Source: an optimization exercise on an open RTL-to-GDS flow (aim: small area and few clock cycles). Production flows keep margins and buffers that such runs may drop.
Function was checked by simulation only, so behaviour that the tests miss may differ from the original.

==> flow/design.v (excerpt) <==
module iq_fir_qpsk_slicer (
  input  logic                                 clk,
  input  logic                                 rst,
  input  logic                                 s_tvalid,
  output logic                                 s_tready,
  input  logic [iqfir_pkg::IN_TDATA_W-1:0]     s_tdata,
  output logic                                 m_tvalid,
  input  logic                                 m_tready,
  output logic [iqfir_pkg::OUT_TDATA_W-1:0]    m_tdata,
  output logic                                 m_tuser,
  input  logic                                 cfg_valid,
  output logic                                 cfg_ready,
  input  logic [iqfir_pkg::CFG_IDX_W-1:0]      cfg_index,
  input  logic [iqfir_pkg::WEIGHT_W-1:0]       cfg_data
);
Size in the first run: roughly 4500 cells after synthesis, about 240 I/O pins, about 48000 um^2 of cells after synthesis.
==> flow/config.mk <==
export PLATFORM = sky130hd
export DESIGN_NAME = iq_fir_qpsk_slicer
export DESIGN_NICKNAME = iq_fir_qpsk_slicer
export VERILOG_FILES = /design/flow/design.v
export SDC_FILE = /design/flow/constraint.sdc
export NUM_CORES = 4
export LEC_CHECK = 0
export CAP_MARGIN = 20
export CORE_MARGIN = 2
export CORE_UTILIZATION = 40
export SLEW_MARGIN = 20
==> flow/constraint.sdc <==
create_clock -name core_clock -period 7.5 [get_ports {clk}]
set_input_delay 1.5000 -clock core_clock [delete_from_list [all_inputs] [get_ports {clk}]]
set_output_delay 1.5000 -clock core_clock [all_outputs]
set_load 0.01 [all_outputs]
standard.sh (not shown) runs the stock make flow with config.mk's settings and CLKGATE_MAP_FILE= SYNTH_SCRIPT=/design/flow/synth_recipe.tcl, a recipe that flattens the netlist after the stock synthesis.
==> flow/flow/run.sh <==
#!/bin/bash
# Layout flow: the standard synthesis, then an inverter cleanup around the full adders
# (flow/polfix.py, checked equivalent with ABC's cec before it is used), then the standard
# layout steps. Each tool writes its full output to its own log file here.
set -euo pipefail
RES=$PWD/orfs/results/$FLOW_PLATFORM/iq_fir_qpsk_slicer/base
LIB=$FLOW_HOME/platforms/$FLOW_PLATFORM/lib/sky130_fd_sc_hd__tt_025C_1v80.lib

bash standard.sh "$RES/1_2_yosys.v" > std_synth.log 2>&1

cp "$RES/1_2_yosys.v" yosys_orig.v
if python3 flow/polfix.py yosys_orig.v yosys_pol.v > polfix.log 2>&1; then
  for n in orig pol; do
    yosys -q -p "read_liberty -ignore_miss_func $LIB; read_verilog yosys_$n.v; hierarchy -top $FLOW_TOP; flatten; proc; opt_clean; techmap; opt -fast; dffunmap; write_blif -gates $n.blif" > yosys_blif_$n.log 2>&1
  done
  yosys-abc -c "cec orig.blif pol.blif" > cec.log 2>&1 || true
  if grep -q "Networks are equivalent" cec.log; then
    cp yosys_pol.v "$RES/1_2_yosys.v"
    echo "using the cleaned netlist" >> polfix.log
  else
    echo "cec did not prove equivalence; keeping the standard netlist" >> polfix.log
  fi
  rm -f orig.blif pol.blif
fi

# smallest buffer on each port (the standard flow picks a larger delay cell)
export BUFFER_PORTS_ARGS="-buffer_cell sky130_fd_sc_hd__buf_1"
export CTS_ARGS="-sink_clustering_enable -repair_clock_nets -dont_use_dummy_load -buf_list {sky130_fd_sc_hd__clkbuf_4 sky130_fd_sc_hd__clkbuf_8}"
bash standard.sh > std_layout.log 2>&1
Other scripts of this flow, unchanged in this note and not shown: flow/flow/polfix.py
The first run completed with no timing, DRC or antenna violations.
Testbench counts at the start, summed over its fixed seeds: cycles 16,400.
Rerun with:
--- a/flow/flow/run.sh
+++ b/flow/flow/run.sh
@@ -28 +27,0 @@
-export CTS_ARGS="-sink_clustering_enable -repair_clock_nets -dont_use_dummy_load -buf_list {sky130_fd_sc_hd__clkbuf_4 sky130_fd_sc_hd__clkbuf_8}"
- CORE_UTILIZATION: 40 -> 60
- CTS_BUF_LIST: not set -> sky130_fd_sc_hd__clkbuf_4 sky130_fd_sc_hd__clkbuf_8
What happened:
- cell area stays flat
- clock skew fell by 0.0056 ns
- hold slack barely changes
- wire length shrinks by 0.67%
- sequential share of layout area barely changes
- area after synthesis does not change
- register-to-register slack stays flat

* * *

Starting RTL as in the previous note.
Settings: LEC_CHECK=0, ABC_CLOCK_PERIOD_IN_PS=2000, CAP_MARGIN=20, CORE_MARGIN=2, CORE_UTILIZATION=40, SLEW_MARGIN=20; clock period 7.5 ns.
==> flow/flow/run.sh <==
#!/bin/bash
# Layout flow: the standard synthesis, then an inverter cleanup around the full adders
# (flow/polfix.py, checked equivalent with ABC's cec before it is used), then the standard
# layout steps. Each tool writes its full output to its own log file here.
set -euo pipefail
RES=$PWD/orfs/results/$FLOW_PLATFORM/iq_fir_qpsk_slicer/base
LIB=$FLOW_HOME/platforms/$FLOW_PLATFORM/lib/sky130_fd_sc_hd__tt_025C_1v80.lib

bash standard.sh "$RES/1_2_yosys.v" > std_synth.log 2>&1

cp "$RES/1_2_yosys.v" yosys_orig.v
if python3 flow/polfix.py yosys_orig.v yosys_pol.v > polfix.log 2>&1; then
  for n in orig pol; do
    yosys -q -p "read_liberty -ignore_miss_func $LIB; read_verilog yosys_$n.v; hierarchy -top $FLOW_TOP; flatten; proc; opt_clean; techmap; opt -fast; dffunmap; write_blif -gates $n.blif" > yosys_blif_$n.log 2>&1
  done
  yosys-abc -c "cec orig.blif pol.blif" > cec.log 2>&1 || true
  if grep -q "Networks are equivalent" cec.log; then
    cp yosys_pol.v "$RES/1_2_yosys.v"
    echo "using the cleaned netlist" >> polfix.log
  else
    echo "cec did not prove equivalence; keeping the standard netlist" >> polfix.log
  fi
  rm -f orig.blif pol.blif
fi

# smallest buffer on each port (the standard flow picks a larger delay cell)
export BUFFER_PORTS_ARGS="-buffer_cell sky130_fd_sc_hd__buf_1"
bash standard.sh > std_layout.log 2>&1
Other scripts of this flow, unchanged in this note and not shown: flow/flow/polfix.py
Testbench counts at the start, summed over its fixed seeds: cycles 16,400.
Change:
--- a/flow/config.mk
+++ b/flow/config.mk
@@ -7,3 +7,2 @@
 export LEC_CHECK = 0
-export ABC_CLOCK_PERIOD_IN_PS = 2000
 export CAP_MARGIN = 20
Result: The changed run completed without violations. Clock-buffer cell count fell by 1. Core utilization stays flat. Final cell count hardly moves. Fmax fell by 0.56%. Hold slack barely changes. Sequential share of layout area is about the same. Setup slack loses 41 ps. Via count hardly moves.

* * *

Starting RTL as in the previous note.
==> flow/design.v (excerpt) <==
module iq_fir_qpsk_slicer (
  input  logic                                 clk,
  input  logic                                 rst,
  input  logic                                 s_tvalid,
  output logic                                 s_tready,
  input  logic [iqfir_pkg::IN_TDATA_W-1:0]     s_tdata,
  output logic                                 m_tvalid,
  input  logic                                 m_tready,
  output logic [iqfir_pkg::OUT_TDATA_W-1:0]    m_tdata,
  output logic                                 m_tuser,
  input  logic                                 cfg_valid,
  output logic                                 cfg_ready,
  input  logic [iqfir_pkg::CFG_IDX_W-1:0]      cfg_index,
  input  logic [iqfir_pkg::WEIGHT_W-1:0]       cfg_data
);
==> flow/config.mk <==
export PLATFORM = sky130hd
export DESIGN_NAME = iq_fir_qpsk_slicer
export DESIGN_NICKNAME = iq_fir_qpsk_slicer
export VERILOG_FILES = /design/flow/design.v
export SDC_FILE = /design/flow/constraint.sdc
export NUM_CORES = 4
export LEC_CHECK = 0
export CAP_MARGIN = 20
export CORE_MARGIN = 2
export CORE_UTILIZATION = 40
export SLEW_MARGIN = 20
==> flow/constraint.sdc <==
create_clock -name core_clock -period 7.5 [get_ports {clk}]
set_input_delay 1.5000 -clock core_clock [delete_from_list [all_inputs] [get_ports {clk}]]
set_output_delay 1.5000 -clock core_clock [all_outputs]
set_load 0.01 [all_outputs]
==> flow/flow/run.sh <==
#!/bin/bash
# Layout flow: the standard synthesis, then an inverter cleanup around the full adders
# (flow/polfix.py, checked equivalent with ABC's cec before it is used), then the standard
# layout steps. Each tool writes its full output to its own log file here.
set -euo pipefail
RES=$PWD/orfs/results/$FLOW_PLATFORM/iq_fir_qpsk_slicer/base
LIB=$FLOW_HOME/platforms/$FLOW_PLATFORM/lib/sky130_fd_sc_hd__tt_025C_1v80.lib

bash standard.sh "$RES/1_2_yosys.v" > std_synth.log 2>&1

cp "$RES/1_2_yosys.v" yosys_orig.v
if python3 flow/polfix.py yosys_orig.v yosys_pol.v > polfix.log 2>&1; then
  for n in orig pol; do
    yosys -q -p "read_liberty -ignore_miss_func $LIB; read_verilog yosys_$n.v; hierarchy -top $FLOW_TOP; flatten; proc; opt_clean; techmap; opt -fast; dffunmap; write_blif -gates $n.blif" > yosys_blif_$n.log 2>&1
  done
  yosys-abc -c "cec orig.blif pol.blif" > cec.log 2>&1 || true
  if grep -q "Networks are equivalent" cec.log; then
    cp yosys_pol.v "$RES/1_2_yosys.v"
    echo "using the cleaned netlist" >> polfix.log
  else
    echo "cec did not prove equivalence; keeping the standard netlist" >> polfix.log
  fi
  rm -f orig.blif pol.blif
fi

# smallest buffer on each port (the standard flow picks a larger delay cell)
export BUFFER_PORTS_ARGS="-buffer_cell sky130_fd_sc_hd__buf_1"
export CTS_ARGS="-sink_clustering_enable -repair_clock_nets -dont_use_dummy_load"
bash standard.sh > std_layout.log 2>&1
Other scripts of this flow, unchanged in this note and not shown: flow/flow/polfix.py
Testbench counts at the start, summed over its fixed seeds: cycles 16,400.
Change:
--- a/flow/flow/run.sh
+++ b/flow/flow/run.sh
@@ -26 +26,2 @@
-# smallest buffer on each port (the standard flow picks a larger delay cell)
+# smallest buffer on each port (the standard flow picks a larger delay cell); clock tree
+# from small clock buffers, without the dummy loads CTS adds for balancing
@@ -28 +29 @@
-export CTS_ARGS="-sink_clustering_enable -repair_clock_nets -dont_use_dummy_load"
+export CTS_ARGS="-sink_clustering_enable -repair_clock_nets -dont_use_dummy_load -buf_list {sky130_fd_sc_hd__clkbuf_4 sky130_fd_sc_hd__clkbuf_8}"
=> The new run completed with no timing, DRC or antenna violations; area after synthesis stays the same; routed wire length stays flat; setup slack loses 5.4 ps; via count grows by 0.42%.
Change:
--- a/flow/flow/run.sh
+++ b/flow/flow/run.sh
@@ -26,2 +26 @@
-# smallest buffer on each port (the standard flow picks a larger delay cell); clock tree
-# from small clock buffers, without the dummy loads CTS adds for balancing
+# smallest buffer on each port (the standard flow picks a larger delay cell)
@@ -29 +27,0 @@
-export CTS_ARGS="-sink_clustering_enable -repair_clock_nets -dont_use_dummy_load -buf_list {sky130_fd_sc_hd__clkbuf_4 sky130_fd_sc_hd__clkbuf_8}"
Outcome: The changed run passed the timing, DRC and antenna checks. Synthesized cell count does not change. Routed wire length came out higher by 2.2%. Die area is unchanged. Area after synthesis stays the same. Via count is higher by 0.93%.

[static timing again, ports no longer ideal]
The flow's constraints put no driver on any port. The routed layouts listed below were extracted and timed again, unchanged, in two steps.
Step 1: set_driving_cell puts a clkbuf_16 on clk and a buf_2 on each other input, an assumption about the parent block.
Step 2 moves the port delays by t, midway between the first and last clock arrival at a register: inputs arrive t later, outputs are due t later. That takes back most of the time a late clock gives input paths.
Slacks: ideal / step 1 / step 2; pairs: ideal / step 1.
run | shift t [ns] | setup WS [ns] | worst register clock-pin slew, ns
the first run of note 1 | 0.760 | 0.239 / 0.239 / -0.175 | 0.06 / 0.06
the second run of note 1 | 0.779 | 0.232 / 0.232 / -0.163 | 0.08 / 0.08
the first run of note 2 | 0.719 | 0.272 / 0.272 / -0.101 | 0.08 / 0.08
the second run of note 2 | 0.708 | 0.231 / 0.231 / -0.076 | 0.07 / 0.07
the first run of note 3 | 0.701 | 0.290 / 0.290 / -0.178 | 0.07 / 0.07
the second run of note 3 | 0.816 | 0.284 / 0.284 / -0.131 | 0.07 / 0.07
the third run of note 3 | 0.715 | 0.244 / 0.244 / -0.172 | 0.08 / 0.08
With both steps, setup timing fails in every run listed, where it was met with ideal ports. For the first run of note 3, which loses most, drivers alone change the setup slack by 0.000 ns; drivers and shift together by -0.468 ns.
